This design comes from an exercise in tuning for small area on the open sky130 flow, not from production work. Only simulation tests tie the RTL to the original design; equivalence was not proved. Power and IR drop assume default switching activity.

==> design/flow/design.v <==
package sccb_pkg;
    typedef enum logic [3:0] {
        S_IDLE     = 4'd0,
        S_ID       = 4'd1,
        S_ID_ACK   = 4'd2,
        S_SUB      = 4'd3,
        S_SUB_ACK  = 4'd4,
        S_DATA     = 4'd5,
        S_DATA_ACK = 4'd6,
        S_RD       = 4'd7,
        S_RD_NA    = 4'd8,
        S_IGNORE   = 4'd9
    } state_t;
    localparam logic [6:0] DEV_ID_DEFAULT = 7'h21;
    localparam int         ACK_BIT        = 8;
    localparam int         CNT_W          = 4;
    localparam logic [CNT_W-1:0] CNT_ACK = CNT_W'(ACK_BIT);
    localparam logic [CNT_W-1:0] CNT_END = CNT_W'(ACK_BIT + 1);
    localparam int RINGS = 4;
    localparam int DEPTH = 64;
endpackage
module sccb_sync_edge (
    input  logic clk,
    input  logic reset,
    input  logic din,
    output logic sync,
    output logic rise,
    output logic fall
);
    logic meta_r;
    logic sync_r;
    logic prev_r;
    always_ff @(posedge clk) begin
        if (reset) begin
            meta_r <= 1'b1;
            sync_r <= 1'b1;
            prev_r <= 1'b1;
        end else begin
            meta_r <= din;
            sync_r <= meta_r;
            prev_r <= sync_r;
        end
    end
    assign sync = sync_r;
    assign rise = sync_r & ~prev_r;
    assign fall = ~sync_r & prev_r;
endmodule
module sccb_responder #(
    parameter logic [6:0] DEV_ID = sccb_pkg::DEV_ID_DEFAULT
) (
    input  logic       sccb_clk,
    input  logic       sccb_reset,
    input  logic       sio_c_in,
    input  logic       sio_d_in,
    output logic       sio_d_oe,
    output logic       sio_d_out,
    output logic       wr_strobe,
    output logic [7:0] wr_addr,
    output logic [7:0] wr_data,
    output logic       busy
);
    logic scl_s, scl_rise_s, scl_fall_s;
    logic sda_s, sda_rise_s, sda_fall_s;
    logic start_s, stop_s;
    sccb_sync_edge u_sync_c (
        .clk   (sccb_clk),
        .reset (sccb_reset),
        .din   (sio_c_in),
        .sync  (scl_s),
        .rise  (scl_rise_s),
        .fall  (scl_fall_s)
    );
    sccb_sync_edge u_sync_d (
        .clk   (sccb_clk),
        .reset (sccb_reset),
        .din   (sio_d_in),
        .sync  (sda_s),
        .rise  (sda_rise_s),
        .fall  (sda_fall_s)
    );
    assign start_s = sda_fall_s & scl_s;
    assign stop_s  = sda_rise_s & scl_s;
    sccb_pkg::state_t state_r, state_s;
    logic [sccb_pkg::CNT_W-1:0] cnt_r, cnt_s;
    logic [7:0]       sh_r, sh_s;
    logic [7:0]       sub_r, sub_s;
    logic             sub0_r;         
    logic             rw_r, rw_s;
    logic             idok_r, idok_s;
    logic             oe_r, oe_s;
    logic             out_r, out_s;
    logic             busy_r, busy_s;
    logic             we_s;
    logic             sub_ld_s;
    logic             rd_load_s;      
    logic [7:0]       wdata_s;
    logic             wr_strobe_r;
    logic [7:0]       wr_addr_r, wr_data_r;
    logic [7:0]       rd_q_r;
    logic             pend_r;         
    logic [5:0]       ptr_r;
    logic [7:0]       sub_e;
    assign wdata_s = {sh_r[6:0], sda_s};
    assign sub_e   = sub0_r ? 8'h00 : sub_r;
    always_comb begin
        state_s   = state_r;
        cnt_s     = cnt_r;
        sh_s      = sh_r;
        sub_s     = sub_r;
        rw_s      = rw_r;
        idok_s    = idok_r;
        oe_s      = oe_r;
        out_s     = out_r;
        busy_s    = busy_r;
        we_s      = 1'b0;
        sub_ld_s  = 1'b0;
        rd_load_s = 1'b0;
        if (stop_s) begin
            state_s = sccb_pkg::S_IDLE;
            cnt_s   = '0;
            oe_s    = 1'b0;
            out_s   = 1'b1;
            busy_s  = 1'b0;
        end else if (start_s) begin
            state_s = sccb_pkg::S_ID;
            cnt_s   = '0;
            oe_s    = 1'b0;
            out_s   = 1'b1;
        end else begin
            case (state_r)
                sccb_pkg::S_ID, sccb_pkg::S_SUB, sccb_pkg::S_DATA: begin
                    if (scl_rise_s && (cnt_r < sccb_pkg::CNT_ACK)) begin
                        cnt_s = cnt_r + sccb_pkg::CNT_W'(1);
                        if (state_r == sccb_pkg::S_ID) begin
                            if (cnt_r == sccb_pkg::CNT_ACK - sccb_pkg::CNT_W'(1)) begin
                                rw_s = sda_s;
                            end else begin
                                idok_s = ((cnt_r == '0) | idok_r) &
                                         (sda_s == DEV_ID[3'd6 - cnt_r[2:0]]);
                            end
                        end else begin
                            sh_s = wdata_s;
                        end
                        if ((state_r == sccb_pkg::S_SUB) && (cnt_r == sccb_pkg::CNT_ACK - sccb_pkg::CNT_W'(1))) begin
                            sub_s    = wdata_s;
                            sub_ld_s = 1'b1;
                        end
                        we_s = (state_r == sccb_pkg::S_DATA) && (cnt_r == sccb_pkg::CNT_ACK - sccb_pkg::CNT_W'(1));
                    end else if (scl_fall_s && (cnt_r == sccb_pkg::CNT_ACK)) begin
                        oe_s  = 1'b1;
                        out_s = 1'b0;
                        if (state_r == sccb_pkg::S_SUB) begin
                            state_s = sccb_pkg::S_SUB_ACK;
                        end else if (state_r == sccb_pkg::S_DATA) begin
                            state_s = sccb_pkg::S_DATA_ACK;
                        end else if (idok_r) begin
                            state_s = sccb_pkg::S_ID_ACK;
                            busy_s  = 1'b1;
                        end else begin
                            state_s = sccb_pkg::S_IGNORE;
                            oe_s    = 1'b0;
                            out_s   = 1'b1;
                            busy_s  = 1'b0;
                        end
                    end
                end
                sccb_pkg::S_ID_ACK, sccb_pkg::S_SUB_ACK, sccb_pkg::S_DATA_ACK, sccb_pkg::S_RD_NA: begin
                    if (scl_rise_s && (cnt_r == sccb_pkg::CNT_ACK)) begin
                        cnt_s = sccb_pkg::CNT_END;
                    end else if (scl_fall_s && (cnt_r == sccb_pkg::CNT_END)) begin
                        cnt_s = '0;
                        oe_s  = 1'b0;
                        out_s = 1'b1;
                        case (state_r)
                            sccb_pkg::S_ID_ACK: begin
                                if (rw_r) begin
                                    state_s   = sccb_pkg::S_RD;
                                    oe_s      = 1'b1;
                                    out_s     = rd_q_r[7];
                                    rd_load_s = 1'b1;
                                end else begin
                                    state_s = sccb_pkg::S_SUB;
                                end
                            end
                            sccb_pkg::S_SUB_ACK: state_s = sccb_pkg::S_DATA;
                            default:   state_s = sccb_pkg::S_IGNORE;
                        endcase
                    end
                end
                sccb_pkg::S_RD: begin
                    if (scl_rise_s && (cnt_r < sccb_pkg::CNT_ACK)) begin
                        cnt_s = cnt_r + sccb_pkg::CNT_W'(1);
                    end else if (scl_fall_s && (cnt_r == sccb_pkg::CNT_ACK)) begin
                        state_s = sccb_pkg::S_RD_NA;
                        oe_s    = 1'b0;
                        out_s   = 1'b1;
                    end else if (scl_fall_s && (cnt_r != '0)) begin
                        out_s     = rd_q_r[7];
                        rd_load_s = 1'b1;
                    end
                end
                sccb_pkg::S_IDLE, sccb_pkg::S_IGNORE: begin
                    oe_s = 1'b0;
                end
                default: begin
                    state_s = sccb_pkg::S_IDLE;
                    oe_s    = 1'b0;
                    out_s   = 1'b1;
                end
            endcase
        end
    end
    always_ff @(posedge sccb_clk) begin
        if (sccb_reset) begin
            state_r     <= sccb_pkg::S_IDLE;
            cnt_r       <= '0;
            sub0_r      <= 1'b1;
            oe_r        <= 1'b0;
            out_r       <= 1'b1;
            busy_r      <= 1'b0;
            wr_strobe_r <= 1'b0;
            wr_addr_r   <= 8'h00;
            wr_data_r   <= 8'h00;
        end else begin
            state_r     <= state_s;
            cnt_r       <= cnt_s;
            sub0_r      <= sub0_r & ~sub_ld_s;
            oe_r        <= oe_s;
            out_r       <= out_s;
            busy_r      <= busy_s;
            wr_strobe_r <= we_s;
            if (we_s) begin
                wr_addr_r <= sub_r;
                wr_data_r <= wdata_s;
            end
        end
    end
    always_ff @(posedge sccb_clk) begin
        if (!sccb_reset) begin
            sh_r   <= sh_s;
            sub_r  <= sub_s;
            rw_r   <= rw_s;
            idok_r <= idok_s;
        end
    end
    logic [8*sccb_pkg::DEPTH-1:0] ring_r [sccb_pkg::RINGS];
    logic [7:0] ring_in [sccb_pkg::RINGS];
    logic       hit_s;
    assign hit_s = (ptr_r == sub_r[7:2]);
    always_comb begin
        for (int r = 0; r < sccb_pkg::RINGS; r++) begin
            if (pend_r && hit_s && (sub_r[1:0] == 2'(r))) begin
                ring_in[r] = sh_r;
            end else begin
                ring_in[r] = ring_r[r][7:0];
            end
        end
    end
    always_ff @(posedge sccb_clk) begin
        ptr_r <= ptr_r + 6'd1;
        for (int r = 0; r < sccb_pkg::RINGS; r++) begin
            ring_r[r] <= {ring_in[r], ring_r[r][8*sccb_pkg::DEPTH-1:8]};
        end
        if (we_s && !sccb_reset) begin
            pend_r <= 1'b1;
        end else if (hit_s) begin
            pend_r <= 1'b0;
        end
        if (rd_load_s) begin
            rd_q_r <= {rd_q_r[6:0], 1'b0};
        end else if ((ptr_r == sub_e[7:2]) && (state_r != sccb_pkg::S_RD)) begin
            rd_q_r <= ring_in[sub_e[1:0]];
        end
    end
    assign sio_d_oe  = oe_r;
    assign sio_d_out = out_r;
    assign wr_strobe = wr_strobe_r;
    assign wr_addr   = wr_addr_r;
    assign wr_data   = wr_data_r;
    assign busy      = busy_r;
endmodule
==> design/flow/run.sh <==
#!/bin/bash
# synth_recipe.tcl (not shown) runs the flow's synth.tcl, then flattens the netlist and writes it again
# the make line also repeats each setting of config.mk as NAME=value (left out here)
make -C /OpenROAD-flow-scripts/flow DESIGN_CONFIG=/design/flow/config.mk WORK_HOME=/design/flow/orfs CLKGATE_MAP_FILE= SYNTH_SCRIPT=/design/flow/synth_recipe.tcl finish
==> design/flow/config.mk <==
export PLATFORM = sky130hd
export DESIGN_NAME = sccb_responder
export DESIGN_NICKNAME = sccb_responder
export VERILOG_FILES = /design/flow/design.v
export SDC_FILE = /design/flow/constraint.sdc
export NUM_CORES = 4
export LEC_CHECK = 0
export CAP_MARGIN = 20
export CORE_MARGIN = 2
export CORE_UTILIZATION = 40
export SLEW_MARGIN = 20
==> design/flow/constraint.sdc <==
create_clock -name core_clock -period 10.0 [get_ports {sccb_clk}]
set_input_delay 2.0000 -clock core_clock [delete_from_list [all_inputs] [get_ports {sccb_clk}]]
set_output_delay 2.0000 -clock core_clock [all_outputs]
set_load 0.01 [all_outputs]
==> results of run 1 <==
-- stage by stage --
stage / utilization [%] / std cells / cell area, um^2 / power, W
2_1_floorplan: - / 2445 / 44930 / 0.008638
3_3_place_gp: 42.31 / 3938 / 46950 / 0.008642
3_5_place_dp: 42.31 / 3938 / 46950 / 0.008642
5_1_grt: 47.83 / 4255 / 53070 / 0.01592
6_report: 47.83 / 4255 / 53070 / 0.01537
4_1_cts: 47.83 / 4255 / 53070 / 0.01556
-- cell usage in the layout (no fill, tap or decap), types with 22 or more instances in the layout --
| cell | count |
|---|---|
| dfxtp_1 | 2091 |
| clkbuf_16 | 175 |
| nor2_1 | 53 |
| clkbuf_8 | 49 |
| clkinv_2 | 30 |
| mux2i_1 | 28 |
| edfxtp_1 | 25 |
| clkbuf_1 | 24 |
| clkdlybuf4s50_1 | 23 |
| nand2_1 | 22 |
-- per-layer routing --
metal  wire length, um  vias to the layer above  GRT usage, %
met4              1539                        0         4.380
met5                 0                        -             0
li1                  -                     8131             -
met3              3049                      145         2.873
met2             20540                      364         12.49
met1             27950                     7734         13.92
-- flip-flops by register name (all words and copies together), names as in the netlist, 4 cells and up --
register / cells
ring_r: 2048
rd_q_r: 8
sh_r: 8
sub_r: 8
wr_addr_r: 8
wr_data_r: 8
ptr_r: 6
cnt_r: 4
state_r: 4
-- path summary, 6_finish.rpt --
| kind | from | end | depth (start not counted) |
|---|---|---|---|
| worst max-delay path | oe_r | sio_d_oe | 1 |
| worst min-delay path | ring_r[0][423] | ring_r[0][415] | 0 |
| worst max register to register | cnt_r[1] | rd_q_r[5] | 7 |
| worst min register to register | ring_r[0][423] | ring_r[0][415] | 0 |
-- where the power goes --
group           total [W]  internal [W]  leakage [nW]  switching (W)
Sequential        0.00844       0.00844          17.1     0.00000186
Clock             0.00691       0.00399          3.01        0.00292
Combinational  0.00000981    0.00000372          1.09     0.00000610
-- logic make-up after synthesis --
logic type | synth area share [%]
buffers and inverters | 0.2813
DFF | 94.85
xor gates and xnor gates | 0.2144
muxes | 1.426
and+or+nand+nor | 1.860
AOI/OAI and AO/OA | 1.181
adders and majority gates | 0.1894
-- layout make-up --
class	count	area, um^2
flip-flops and latches	2116	42610
inverters	11	41.29
fillers	9137	57900
multi-input cells	298	2188
clock buffers	248	5144
repair buffers	25	245.2
clock inverters	69	983.4
well taps	1488	1862
==> flow_summary.toml, run 1 <==
[worst_setup_path]
critical_path_class = "reg2out"
crit_arrival_ns = 1.69
max_stage_delay_ns = 0.61
crit_fanout = 2
worst-path-buf-inv = 1
critical-path-top-delay-family = "buffers and inverters"
cp-start-kind = "flip-flop"
r2r_slack_ns = 7.08
cp_data_required_time_ns = 8.00
crit_chain = "clkdlybuf4s50_1"
end_kind = "output port"
crit_slowest_cell = "clkdlybuf4s50_1"

[cts]
hold_buffers = 0
clockBufferDepth = 3
post_cts_buffers = 0
clk_latency_ns = 0.75
cts_sinks = 2116
htreeDepth = 4
numCtsBuffers = 174
clockRootBuffer = "clkbuf_16"
tritoncts = "yes"
cts.repair.resized = 0
clk_pin_slew_ns = 0.07

[grt]
grt_overflow = 0
grt_pass1_vias = 16960
antenna_found_initial = 2
grt_use_total_pct = 9.425
grt_pass1_wl_um = 88400
grt_max_degree = 29

[route]
first_iter_violations = 1082
vias = 16370
wl_per_cell_um = 12.47
drcViolationCount = 0
drtAntennaViolNets = 0
dr.pass1.iters = 6
routed_wl_um = 53080
drt-vias-per-instance = 3.848

[synth]
syn_area_um2 = 44930
synth.top_cells.by_count = "2091 x dfxtp_1, 53 x nor2_1, 28 x mux2i_1"
synth_most_common_cell = "dfxtp_1"
synth_edf_count = 25
synth_area_leaders = "dfxtp_1 93%, edfxtp_1 1.7%, mux2i_1 0.62%, mux2_1 0.53%, nor2_1 0.44%"
synth_nets = 2455
syn_inst = 2445
synth.distinct_cells = 64
synth_top_area_share_pct = 93.18
yosysWarnings = 4
synth-seq-cells = 2116
synthFlopType = "dfxtp_1"
yosysSeqAreaShare_pct = 94.85
synth.largest_area_cell = "dfxtp_1"
postSynth.asyncResetShare_pct = 0
syn_avg_cell_area_um2 = 18.37

[sta]
tightest_slew_ns = 1.106
relSlewSlack_pct = 26.28
fmax_mhz = 270.8
hold_violations = 0
rsz0062_at_grt = "false"
layout_min_cycle_time_ns = 3.693
worst_slack_ns = 6.307
holdWs_ns = 0.2992
finClkSkew_ns = 0.05430
setup_viol = 0
slew_violations = 0
period_share_pct = 36.93
fin_setup_tns_ns = 0

[power_and_ir_drop]
power.density_nw_per_um2 = 289.5
cellLeakagePower_nw = 21.16
vdd_drop_max_mv = 0.1932

[placed_design]
io_buffers = 23
place_congestion = 0.7964
hpwlAfterDp_um = 27270
place_ws_ns = 5.831

[cells_and_area]
drive_above_1_share_pct = 12.03
diodes = 0
syn_to_final_growth_pct = 18.14
layout.nets = 2636

[job]
max-cap-violations = 0

[floorplan]
start_util_pct = 40.48
floorplan.core_area_um2 = 111000
die_h_um = 339.1
fp.dieW_um = 339.1
die_area_um2 = 115000
rows = 122
pin_count = 24

[hold_path]
hp-class = "reg2reg"

[run_status]
status = "timing/DRC/antenna clean"
==> inputs of run 2 (changes only) <==
--- a/design/flow/config.mk
+++ b/design/flow/config.mk
@@ -9,3 +9,5 @@
 export CORE_MARGIN = 2
 export CORE_UTILIZATION = 40
+export CTS_CLUSTER_DIAMETER = 60
+export CTS_CLUSTER_SIZE = 30
 export SLEW_MARGIN = 20
==> run 2 against run 1 <==
Via count down 4.5%. Worst setup slack better by 0.055 ns. Critical path depth unchanged. Worst hold slack better by 0.016 ns. Highest routed layer unchanged.
==> flow_summary.toml, run 2 <==
[synth]
synth_edf_count = 25
synth.distinct_cells = 64
synth-seq-cells = 2116
postSynth.asyncResetShare_pct = 0
synth_area_leaders = "dfxtp_1 93%, edfxtp_1 1.7%, mux2i_1 0.62%, mux2_1 0.53%, nor2_1 0.44%"
synth.largest_area_cell = "dfxtp_1"
yosysSeqAreaShare_pct = 94.85
synthFlopType = "dfxtp_1"
synth_nets = 2455
synth.top_cells.by_count = "2091 x dfxtp_1, 53 x nor2_1, 28 x mux2i_1"
synth_most_common_cell = "dfxtp_1"
syn_inst = 2445
syn_area_um2 = 44930
syn_avg_cell_area_um2 = 18.37
synth_top_area_share_pct = 93.18
yosysWarnings = 4

[floorplan]
die_h_um = 339.1
floorplan.core_area_um2 = 111000
start_util_pct = 40.48
fp.dieW_um = 339.1
die_area_um2 = 115000
rows = 122
pin_count = 24

[worst_setup_path]
crit_fanout = 2
end_kind = "output port"
r2r-end = "rd_q_r[4]"
endpoint = "sio_d_oe"
r2r_slack_ns = 7.06
cp_data_required_time_ns = 8.00
timing.rr.start = "cnt_r[1]"
r2r_cells = 7
worst-path-buf-inv = 1
crit_chain = "clkdlybuf4s50_1"
crit_arrival_ns = 1.64
path_depth = 1
critPathLaunch = "oe_r"
crit_slowest_cell = "clkdlybuf4s50_1"
cp-start-kind = "flip-flop"
critical-path-top-delay-family = "buffers and inverters"
max_stage_delay_ns = 0.61
critical_path_class = "reg2out"

[route]
wl_per_cell_um = 12.41
drtAntennaViolNets = 0
dr.pass1.iters = 8
routed_wl_um = 50330
first_iter_violations = 1119
drcViolationCount = 0
drt-vias-per-instance = 3.856
vias = 15640

[placed_design]
place_ws_ns = 5.831
io_buffers = 23
hpwlAfterDp_um = 27270
place_congestion = 0.7964

[hold_path]
hp-class = "reg2reg"

[cts]
post_cts_buffers = 0
numCtsBuffers = 87
hold_buffers = 0
htreeDepth = 3
cts.repair.resized = 0
tritoncts = "yes"
clk_latency_ns = 0.66
clk_pin_slew_ns = 0.10
clockBufferDepth = 3
cts_sinks = 2116
clockRootBuffer = "clkbuf_16"

[sta]
worst_slack_ns = 6.363
layout_min_cycle_time_ns = 3.637
setup_viol = 0
relSlewSlack_pct = 26.44
tightest_slew_ns = 1.103
holdWs_ns = 0.3156
hold_violations = 0
period_share_pct = 36.37
finClkSkew_ns = 0.03602
slew_violations = 0
fin_setup_tns_ns = 0
fmax_mhz = 274.9
rsz0062_at_grt = "false"

[power_and_ir_drop]
power.density_nw_per_um2 = 254.0
vdd_drop_max_mv = 0.1741
power_w = 0.01260
cellLeakagePower_nw = 19.44

[cells_and_area]
layout.nets = 2549
fillers = 9414
syn_to_final_growth_pct = 10.36
largest_register = "ring_r"
diodes = 0
final_cell_mix = "2091 x dfxtp_1, 90 x clkbuf_16, 53 x nor2_1"
largest_reg_flops = 2048
final_common_cell = "dfxtp_1"
drive_above_1_share_pct = 6.036

[grt]
grt_use_total_pct = 8.816
grt_overflow = 0
grt_pass1_wl_um = 83120
grt_max_degree = 32
grt_pass1_vias = 15720
antenna_found_initial = 2

[job]
max-cap-violations = 0

[run_status]
status = "timing/DRC/antenna clean"
[run 2: logic make-up (layout without fill, tap and decap cells)]
kind of cell	count (synthesis)	count (layout)	synth area share, %
AOI/OAI and AO/OA	67	67	1.181
xor gates and xnor gates	11	11	0.2144
adders and majority gates	7	7	0.1894
buffers and inverters	31	154	0.2813
DFF	2116	2116	94.85
muxes	60	60	1.426
and+or+nand+nor	153	153	1.860
[run 2: power breakdown]
group	switching (W)	internal, W	leakage, nW
Clock	0.00239	0.00176	1.29
Combinational	0.00000605	0.00000372	1.09
Sequential	0.00000184	0.00844	17.1
Total	0.00240	0.0102	19.4
[run 2: area by class of cell]
type	count	area (um^2)	area share, %
flip-flops and latches	2116	42610	85.94
multi-input cells	298	2188	4.414
repair buffers	25	245.2	0.4946
clock inverters	24	355.3	0.7167
well taps	1488	1862	3.755
inverters	11	41.29	0.08328
clock buffers	94	2277	4.593
[run 2: per-layer routing]
layer | share of wire, % | vias to the layer above | track usage, %
met5 | 0 | - | 0
met4 | 3.1 | 0 | 3.500
met3 | 4.4 | 121 | 2.033
met2 | 38 | 275 | 11.78
met1 | 55 | 7386 | 13.60
li1 | - | 7857 | -
[run 2: how the worst min path moves through the flow]
stage / from / to / slack, ns / cells after the start
detailed placement: ring_r[0][25] / ring_r[0][17] / 0.31 / 0
global route: ring_r[3][257] / ring_r[3][249] / 0.31 / 0
finish: ring_r[1][289] / ring_r[1][281] / 0.32 / 0
global placement: ring_r[2][407] / ring_r[2][399] / 0.31 / 0
CTS: ring_r[1][265] / ring_r[1][257] / 0.32 / 0
floorplan: ring_r[0][8] / ring_r[0][0] / 0.31 / 0
[run 2: metrics by stage]
stage / cell area (um^2) / utilization (%) / cells
3_3_place_gp: 46950 / 42.31 / 3938
2_1_floorplan: 44930 / - / 2445
3_5_place_dp: 46950 / 42.31 / 3938
6_report: 49580 / 44.68 / 4056
4_1_cts: 49580 / 44.68 / 4056
5_1_grt: 49580 / 44.68 / 4056
==> inputs of run 3 (changes only) <==
--- a/design/flow/config.mk
+++ b/design/flow/config.mk
@@ -9,5 +9,5 @@
 export CORE_MARGIN = 2
 export CORE_UTILIZATION = 40
-export CTS_CLUSTER_DIAMETER = 60
-export CTS_CLUSTER_SIZE = 30
+export CTS_CLUSTER_DIAMETER = 45
+export CTS_CLUSTER_SIZE = 36
 export SLEW_MARGIN = 20
==> run 3 against run 2 <==
Largest power group unchanged. Still clean on timing, DRC and antenna. Worst hold slack worse by 0.0040 ns. Cell count grew 2.7%. Utilization up 1.7 points. Final area up 3.9%. Critical path depth did not move. Highest routed layer unchanged.
==> flow_summary.toml, run 3 <==
[worst_setup_path]
critical-path-top-delay-family = "buffers and inverters"
crit_arrival_ns = 1.68
end_kind = "output port"
crit_fanout = 2
crit_slowest_cell = "clkdlybuf4s50_1"
critical_path_class = "reg2out"
max_stage_delay_ns = 0.62
cp-start-kind = "flip-flop"
crit_chain = "clkdlybuf4s50_1"
worst-path-buf-inv = 1
cp_data_required_time_ns = 8.00

[synth]
postSynth.asyncResetShare_pct = 0
syn_inst = 2445
synth_top_area_share_pct = 93.18
synth-seq-cells = 2116
yosysSeqAreaShare_pct = 94.85
synth.top_cells.by_count = "2091 x dfxtp_1, 53 x nor2_1, 28 x mux2i_1"
synth.largest_area_cell = "dfxtp_1"
synth.distinct_cells = 64
synth_edf_count = 25
syn_area_um2 = 44930
synth_most_common_cell = "dfxtp_1"
yosysWarnings = 4
synthFlopType = "dfxtp_1"
synth_nets = 2455
synth_area_leaders = "dfxtp_1 93%, edfxtp_1 1.7%, mux2i_1 0.62%, mux2_1 0.53%, nor2_1 0.44%"
syn_avg_cell_area_um2 = 18.37

[hold_path]
hp-class = "reg2reg"

[cells_and_area]
final_common_cell = "dfxtp_1"
largest_reg_flops = 2048
multi_input_comb_area_um2 = 2188
regArea_um2 = 42610
layout.nets = 2581
instances_no_fill = 4165
final_cell_mix = "2091 x dfxtp_1, 122 x clkbuf_16, 53 x nor2_1"
final_cell_area_um2 = 51510
fillers = 9268
largest_register = "ring_r"
syn_to_final_growth_pct = 14.67
drive_above_1_share_pct = 9.865

[cts]
clk_pin_slew_ns = 0.10
numCtsBuffers = 119
hold_buffers = 0
clockRootBuffer = "clkbuf_16"
cts_sinks = 2116
post_cts_buffers = 0
clockBufferDepth = 3
clk_latency_ns = 0.71
tritoncts = "yes"
cts.repair.resized = 0
htreeDepth = 3

[power_and_ir_drop]
cellLeakagePower_nw = 20.34
vdd_drop_max_mv = 0.1803
power.density_nw_per_um2 = 273.5
power_w = 0.01409

[placed_design]
io_buffers = 23
placedInstanceArea_um2 = 46950
hpwlAfterDp_um = 27270
place_ws_ns = 5.831
place_inst = 3938
place_congestion = 0.7964

[sta]
setup_viol = 0
finClkSkew_ns = 0.02291
fin_setup_tns_ns = 0
tightest_slew_ns = 1.090
hold_violations = 0
relSlewSlack_pct = 27.33
rsz0062_at_grt = "false"
fmax_mhz = 271.8
period_share_pct = 36.79
layout_min_cycle_time_ns = 3.679
slew_violations = 0
worst_slack_ns = 6.321

[job]
max-cap-violations = 0

[floorplan]
start_util_pct = 40.48
fp.dieW_um = 339.1
die_area_um2 = 115000
pin_count = 24
die_h_um = 339.1
rows = 122
floorplan.core_area_um2 = 111000

[route]
drtAntennaViolNets = 0
drcViolationCount = 0
routed_wl_um = 51030
vias = 15970
drt-vias-per-instance = 3.835
dr.pass1.iters = 5
first_iter_violations = 998
wl_per_cell_um = 12.25

[grt]
grt_overflow = 0
grt_use_total_pct = 8.998
antenna_found_initial = 2
grt_max_degree = 33
grt_pass1_vias = 16040
grt_pass1_wl_um = 84830

[run_status]
status = "timing/DRC/antenna clean"
-- run 3: worst register-to-register path, cell delays in order, from the launching register on --
cell and delay [ns]:
dfxtp_1 0.37, inv_1 0.12, ha_1 0.16, nand2_1 0.08, nor4b_1 0.69, nand4_1 0.33, o21ai_1 0.52, or2_2 0.35
-- run 3: cell families (layout without fill, tap and decap cells) --
logic type      Yosys count  after routing  share of synthesized area [%]
compound gates           67             67                          1.181
xor+xnor                 11             11                         0.2144
fa+ha+maj                 7              7                         0.1894
buf+inv                  31            262                         0.2813
flops                  2116           2116                          94.85
mux                      60             60                          1.426
other cells               0              1                              0
simple gates            153            153                          1.860
-- run 3: worst paths after layout --
path / slack [ns] / end / from / cells after the start
worst max-delay path: 6.32 / sio_d_oe / oe_r / 1
worst min-delay path: 0.31 / ring_r[1][215] / ring_r[1][223] / 0
worst max register to register: 7.09 / rd_q_r[6] / cnt_r[1] / 7
worst min register to register: 0.31 / ring_r[1][215] / ring_r[1][223] / 0
-- run 3: layer usage --
metal,vias up,GRT usage (%),routed length [um],part of all wire (%)
li1,8016,-,-,-
met1,7529,13.82,27730,54
met2,291,11.89,19190,38
met3,135,2.621,2682,5.3
met4,0,3.111,1435,2.8
met5,-,0,0,0
-- run 3: power breakdown --
part	internal, W	switching (W)	total (W)
combinational	0.00000372	0.00000604	0.00000976
clock	0.00268	0.00296	0.00564
sequential	0.00843	0.00000181	0.00843
-- run 3: area by class of cell --
type | count | share of cell area [%]
clock inverter | 97 | 2.786
inverter | 11 | 0.08015
antenna | 1 | 0.004858
multi-input combinational | 298 | 4.248
tap | 1488 | 3.614
timing repair buffer | 25 | 0.4761
sequential | 2116 | 82.72
clock buffer | 129 | 6.075
-- run 3: per-stage QoR --
stage | util [%] | hold WS, ns
2_1_floorplan | - | 0.3096
3_3_place_gp | 42.31 | 0.3098
3_5_place_dp | 42.31 | 0.3121
4_1_cts | 46.42 | 0.3167
5_1_grt | 46.42 | 0.3103
6_report | 46.42 | 0.3116
==> inputs of run 4 (changes only) <==
==> design/flow/flow/run.sh (new file) <==
#!/bin/bash
# Standard layout, with the clock tree built without dummy loads.
set -euo pipefail
export CTS_ARGS="-sink_clustering_enable -repair_clock_nets -dont_use_dummy_load -sink_clustering_size 30 -sink_clustering_max_diameter 60"
bash standard.sh finish > make_finish.log 2>&1
==> design/flow/standard.sh (new file) <==
#!/bin/bash
# synth_recipe.tcl (not shown) runs the flow's synth.tcl, then flattens the netlist and writes it again
# the make line also repeats each setting of config.mk as NAME=value (left out here)
make -C /OpenROAD-flow-scripts/flow DESIGN_CONFIG=/design/flow/config.mk WORK_HOME=/design/flow/orfs CLKGATE_MAP_FILE= SYNTH_SCRIPT=/design/flow/synth_recipe.tcl "${@:-finish}"
--- a/design/flow/config.mk
+++ b/design/flow/config.mk
@@ -9,5 +9,3 @@
 export CORE_MARGIN = 2
 export CORE_UTILIZATION = 40
-export CTS_CLUSTER_DIAMETER = 45
-export CTS_CLUSTER_SIZE = 36
 export SLEW_MARGIN = 20
removed: design/flow/run.sh
==> run 4 against run 3 <==
First-iteration DRC count is 13% higher. Cell count is 3.3% lower. Clock-buffer cell count is 42 lower. Wire length is 1.4% lower. Utilization is 2.2 points lower. Via count is 2.6% lower. Largest power group unchanged.
==> flow_summary.toml, run 4 <==
[hold_path]
min_from = "ring_r[2][303]"
hp-class = "reg2reg"
whs_endpoint = "ring_r[2][295]"
holdPathStages = 0

[synth]
postSynth.asyncResetShare_pct = 0
synth_top_area_share_pct = 93.18
synth.largest_area_cell = "dfxtp_1"
yosysSeqAreaShare_pct = 94.85
syn_inst = 2445
syn_avg_cell_area_um2 = 18.37
synth_area_leaders = "dfxtp_1 93%, edfxtp_1 1.7%, mux2i_1 0.62%, mux2_1 0.53%, nor2_1 0.44%"
syn_area_um2 = 44930
synthFlopType = "dfxtp_1"
yosysWarnings = 4
synth.distinct_cells = 64
synth-seq-cells = 2116
synth_most_common_cell = "dfxtp_1"
synth_nets = 2455
synth_edf_count = 25
synth.top_cells.by_count = "2091 x dfxtp_1, 53 x nor2_1, 28 x mux2i_1"

[cts]
cts_sinks = 2116
clk_latency_ns = 0.65
htreeDepth = 3
numCtsBuffers = 87
hold_buffers = 0
cts.repair.resized = 0
clk_pin_slew_ns = 0.10
tritoncts = "yes"
clockBufferDepth = 3
post_cts_buffers = 0
clockRootBuffer = "clkbuf_16"

[placed_design]
io_buffers = 23
place_inst = 3938
place_congestion = 0.7964
hpwlAfterDp_um = 27270

[sta]
rsz0062_at_grt = "false"
relSlewSlack_pct = 26.44
slew_violations = 0
finClkSkew_ns = 0.07960
layout_min_cycle_time_ns = 3.624
hold_violations = 0
setup_viol = 0
fmax_mhz = 276.0
period_share_pct = 36.24
tightest_slew_ns = 1.103
fin_setup_tns_ns = 0

[cells_and_area]
largest_register = "ring_r"
instances_no_fill = 4026
drive_above_1_share_pct = 5.006
final_cell_mix = "2091 x dfxtp_1, 87 x clkbuf_16, 53 x nor2_1"
layout.nets = 2549
syn_to_final_growth_pct = 9.352
largest_reg_flops = 2048
final_common_cell = "dfxtp_1"

[worst_setup_path]
crit_fanout = 2
max_stage_delay_ns = 0.61
timing.rr.start = "cnt_r[1]"
worst-path-buf-inv = 1
cp-start-kind = "flip-flop"
r2r_slack_ns = 7.06
critical-path-top-delay-family = "buffers and inverters"
end_kind = "output port"
r2r_cells = 7
critical_path_class = "reg2out"
r2r-end = "rd_q_r[5]"
crit_slowest_cell = "clkdlybuf4s50_1"
crit_chain = "clkdlybuf4s50_1"
crit_arrival_ns = 1.62
cp_data_required_time_ns = 8.00

[floorplan]
rows = 122
start_util_pct = 40.48
die_h_um = 339.1
floorplan.core_area_um2 = 111000
die_area_um2 = 115000
fp.dieW_um = 339.1
pin_count = 24

[route]
dr.pass1.iters = 6
wl_per_cell_um = 12.49
drt-vias-per-instance = 3.863
drcViolationCount = 0
routed_wl_um = 50300
vias = 15550
drtAntennaViolNets = 0
first_iter_violations = 1124

[run_status]
status = "timing/DRC/antenna clean"

[grt]
grt_use_total_pct = 8.794
met1_usage_pct = 13.54
busiest_layer = "met1"
grtUsageMet2_pct = 11.77
grt_overflow = 0
grt_pass1_wl_um = 82910
grt_max_degree = 31
grt_pass1_vias = 15690
antenna_found_initial = 2
met3_usage_pct = 2.067

[power_and_ir_drop]
vdd_drop_max_mv = 0.1480
power.density_nw_per_um2 = 249.1
cellLeakagePower_nw = 19.23

[job]
max-cap-violations = 0
[run 4: cell counts after synthesis]
No cell type changed its count.
[run 4: stage by stage]
step	total power [W]	utilization [%]	cell area, um^2	setup WS [ns]	hold WS (ns)
after floorplan	0.008638	-	44930	6.676	0.3096
after global placement	0.008642	42.31	46950	5.873	0.3098
after detailed placement	0.008642	42.31	46950	5.831	0.3121
after CTS	0.01239	44.27	49120	6.295	0.2781
after global routing	0.01270	44.27	49120	6.255	0.2786
final	0.01224	44.27	49130	6.376	0.2759
[run 4: cells by family after synthesis]
family	Yosys count	synth area share, %
AOI/OAI and AO/OA	67	1.181
xor gates and xnor gates	11	0.2144
adders and majority gates	7	0.1894
buffers and inverters	31	0.2813
DFF	2116	94.85
muxes	60	1.426
and+or+nand+nor	153	1.860
[run 4: layout make-up]
cell class                      instances  area [um^2]
Fill cell                            9466        61850
Sequential cell                      2116        42610
Multi-Input combinational cell        298         2188
Clock buffer                           87         2177
Tap cell                             1488         1862
Timing Repair Buffer                   25        245.2
Inverter                               11        41.29
Antenna cell                            1        2.502
[run 4: how the worst max path moves through the flow]
stage | to | from | slack [ns] | cells after the start
finish | sio_d_oe | oe_r | 6.38 | 1
global route | sio_d_out | out_r | 6.26 | 1
CTS | sio_d_out | out_r | 6.29 | 1
detailed placement | sub_r[3] | sccb_reset | 5.83 | 5
global placement | sub_r[3] | sccb_reset | 5.87 | 5
floorplan | sub_r[0] | sccb_reset | 6.68 | 5
[run 4: power by group]
part | switching, W | internal [W]
Combinational | 0.00000603 | 0.00000372
Clock | 0.00223 | 0.00156
Sequential | 0.00000182 | 0.00844
[run 4: layer usage]
layer	up-vias	wire length, um
li1	7817	-
met1	7353	27580
met2	258	19040
met3	124	2124
met4	0	1565
met5	-	0
[run 4: worst reg2reg max path, cell delays in order, from the launching register on]
cell	delay (ns)
dfxtp_1	0.37
inv_1	0.12
ha_1	0.17
nand2_1	0.09
nor4b_1	0.69
nand4_1	0.32
o21ai_1	0.51
or2_2	0.35

## separate check: timing with driven ports
No port has a modelled driver above. Below, the same layouts with a new extraction and two added sets of constraints.
Step 1 assumes that a clkbuf_16 drives the clock port and a buf_2 every other input.
Step 2 moves the port delays by t, midway between the first and last clock arrival at a register: inputs arrive t later, outputs are due t later. That takes back most of the time a late clock gives input paths.
Slacks: ideal ports / drivers / drivers and shift; pairs: ideal ports / drivers.
run	shift t [ns]	slack for setup (ns)	worst setup path after step 2	slew at the worst register clock pin (ns)	worst data-port slew with drivers (ns)
run 1	0.793	6.307 / 6.244 / 5.784	input to register	0.07 / 0.07	0.03
run 2	0.712	6.363 / 6.299 / 5.797	input to register	0.11 / 0.11	0.03
run 3	0.754	6.321 / 6.260 / 5.780	input to register	0.11 / 0.11	0.03
run 4	0.686	6.376 / 6.313 / 5.791	input to register	0.11 / 0.11	0.03
After both steps every run listed still meets setup and hold. For run 4, which loses most, drivers alone change the setup slack by -0.063 ns; drivers and shift together by -0.585 ns.
